Context: an optimization exercise on an open-source flow, tuned for small area, a short achievable clock period and few clock cycles. The choices shown serve that exercise and are no tape-out recipe. The RTL was checked by simulation tests, not by an equivalence proof against the original design. Power figures rest on the tool's default switching activity, not on a simulated workload.

==> cedar <==
## conv2d_stream
module conv2d_stream
#(
  parameter int IMG_W  = 28,
  parameter int IMG_H  = 28,
  parameter int K      = 3,
  parameter int N_FILT = 4,
  parameter int PIX_W  = cnn_pkg::CNN_PIX_W,
  parameter int WT_W   = 8,
  parameter int OUT_W  = 16,
  parameter int SHIFT  = 4
) (
  input  logic                         clk,
  input  logic                         reset,
  input  logic                         in_valid,
  output logic                         in_ready,
  input  logic [PIX_W-1:0]             in_pix,
  input  logic                         wt_we,
  input  logic [((N_FILT*K*K > 1) ? $clog2(N_FILT*K*K) : 1)-1:0] wt_addr,
  input  logic [WT_W-1:0]              wt_data,
  output logic                         out_valid,
  input  logic                         out_ready,
  output logic [N_FILT*OUT_W-1:0]      out_data,
  output logic                         busy,
  output logic                         frame_done
);
  localparam int NW = N_FILT * K * K;
  logic [NW-1:0][11:0] wenc_n;
  logic                wq_v;
  logic [5:0]          wq_a;
  logic [WT_W-1:0]     wq_d;
  logic [11:0]         wdat;
  logic [NW-1:0]       wen;
  always_ff @(posedge clk) begin
    wq_v <= !reset && wt_we && !busy && (wt_addr < 6'(NW));
    wq_a <= wt_addr;
    wq_d <= wt_data;
  end
  always_comb begin
    for (int i = 0; i < 4; i++) begin
      logic a, b, c;
      a = wq_d[2*i+1];
      b = wq_d[2*i];
      c = (i == 0) ? 1'b0 : wq_d[(i == 0) ? 0 : 2*i-1];
      wdat[i]     = reset || !(b ^ c);
      wdat[4 + i] = reset || !((a && !b && !c) || (!a && b && c));
      wdat[8 + i] = reset || !(a && !(b && c));
    end
    for (int k = 0; k < NW; k++) wen[k] = reset || (wq_v && wq_a == 6'(k));
  end
  always_ff @(posedge clk) begin
    for (int k = 0; k < NW; k++) begin
      if (wen[k]) wenc_n[k] <= wdat;
    end
  end
  logic [4:0] col, row;
  logic       v_in, h_in, l_in;    
  logic       v_2, h_2, l_2;       
  logic [7:0] pix_n, pix2_n;       
  logic       hold, en, shift, take_in, ld_head, h_new, l_new;
  assign en       = !out_valid || out_ready;
  assign in_ready = !hold && !v_2;
  assign take_in  = in_valid && in_ready;
  assign shift    = v_in && en;
  assign ld_head  = !v_in || shift;
  assign h_new    = (row >= 5'd2) && (col >= 5'd2);
  assign l_new    = (row == 5'(IMG_H - 1)) && (col == 5'(IMG_W - 1));
  ...
export LEC_CHECK = 0
export CAP_MARGIN = 20
export CORE_MARGIN = 2
export CORE_UTILIZATION = 65
export SETUP_SLACK_MARGIN = 5
export SLEW_MARGIN = 20
export SYNTH_HIERARCHICAL = 1
create_clock -name core_clock -period 9.0 [get_ports {clk}]
run.sh (not shown) runs the stock make flow with config.mk's settings and CLKGATE_MAP_FILE= SYNTH_SCRIPT=/design/flow/synth_recipe.tcl, a recipe that flattens the netlist after the stock synthesis.
==> tundra (differences from cedar) <==
--- a/flow/config.mk
+++ b/flow/config.mk
@@ -7,7 +7,7 @@
 export LEC_CHECK = 0
 export CAP_MARGIN = 20
 export CORE_MARGIN = 2
-export CORE_UTILIZATION = 65
+export CORE_UTILIZATION = 55
 export SETUP_SLACK_MARGIN = 5
 export SLEW_MARGIN = 20
 export SYNTH_HIERARCHICAL = 1
==> summary.txt <==
|  | cedar | tundra |
|---|---|---|
| Run status | complete, no violations | complete, no violations |
| Max Freq | 0.246 GHz | 0.248 GHz |
| Layout Cells excl Fill | 8896 | 9234 |
| Critical path capture point | bb_f0[36]$_DFFE_PP_ | bb_f3[46]$_DFFE_PP_ |
| Pre-CTS WS | 4.01 ns | 4.25 ns |
| Number of fill cells | 8625 | 12500 |
| Clk power | 6.02 mW | 6.30 mW |
| DR vias/cell | 6.97 | 6.58 |
| Placed Instances | 8282 | 8600 |
| Post-CTS setup buffers | 185 | 176 |
| Total core area | 141000 sq um | 167000 sq um |
| DRT iter0 DRCs | 10300 | 8796 |
| Worst flop-to-flop path endpoint | bb_f0[36]$_DFFE_PP_ | bb_f3[46]$_DFFE_PP_ |
| Floorplan die width | 380 um | 413 um |
| Peak supply drop | 982 uV | 614 uV |
| Num tapcells | 1890 | 2204 |
| Final setup slack of the worst path | 4.94 ns | 4.97 ns |
| Final weighted congestion in routability-driven placement | 1.05 | 1.07 |
| Internal Dissipation | 20.6 mW | 20.7 mW |
| Net switching power | 13.7 mW | 13.5 mW |
| Slew @ Worst Pin | 1.17 ns | 1.21 ns |
| Nets@finish | 8424 | 8443 |
| Met3 wire len | 46.0 mm | 37.1 mm |
| Clk network pwr share | 0.175 | 0.184 |
| Die extent in y | 380 um | 413 um |
Testbench counts of cedar, summed over its fixed seeds: cycles 18,896.
Testbench counts of tundra, summed over its fixed seeds: cycles 18,896.

port drivers added, routing unchanged:
The results above use ideal ports. As a check the final layouts listed here were re-extracted and re-timed, cells and wires unchanged. Step 1: set_driving_cell puts a clkbuf_16 on clk and a buf_2 on each other input, an assumption about the parent block. Step 2, shift: input delay + t, output delay - t, t = (earliest + latest rising clock arrival at the registers) / 2. This alone moves slack from input paths to output paths. Slacks: ideal ports / drivers / drivers and shift; pairs: ideal ports / drivers.
run | t, ns | setup slack, ns | worst setup path after step 2 | latest minus earliest clock arrival (ns) | worst data-port slew with drivers (ns)
cedar | 0.873 | 4.941 / 4.941 / 4.194 | input to register | 0.043 / 0.044 | 0.05
tundra | 0.915 | 4.975 / 4.975 / 4.290 | input to register | 0.051 / 0.051 | 0.05
After both steps every run listed still meets setup and hold. For cedar, which loses most, drivers alone change the setup slack by 0.000 ns; drivers and shift together by -0.747 ns.
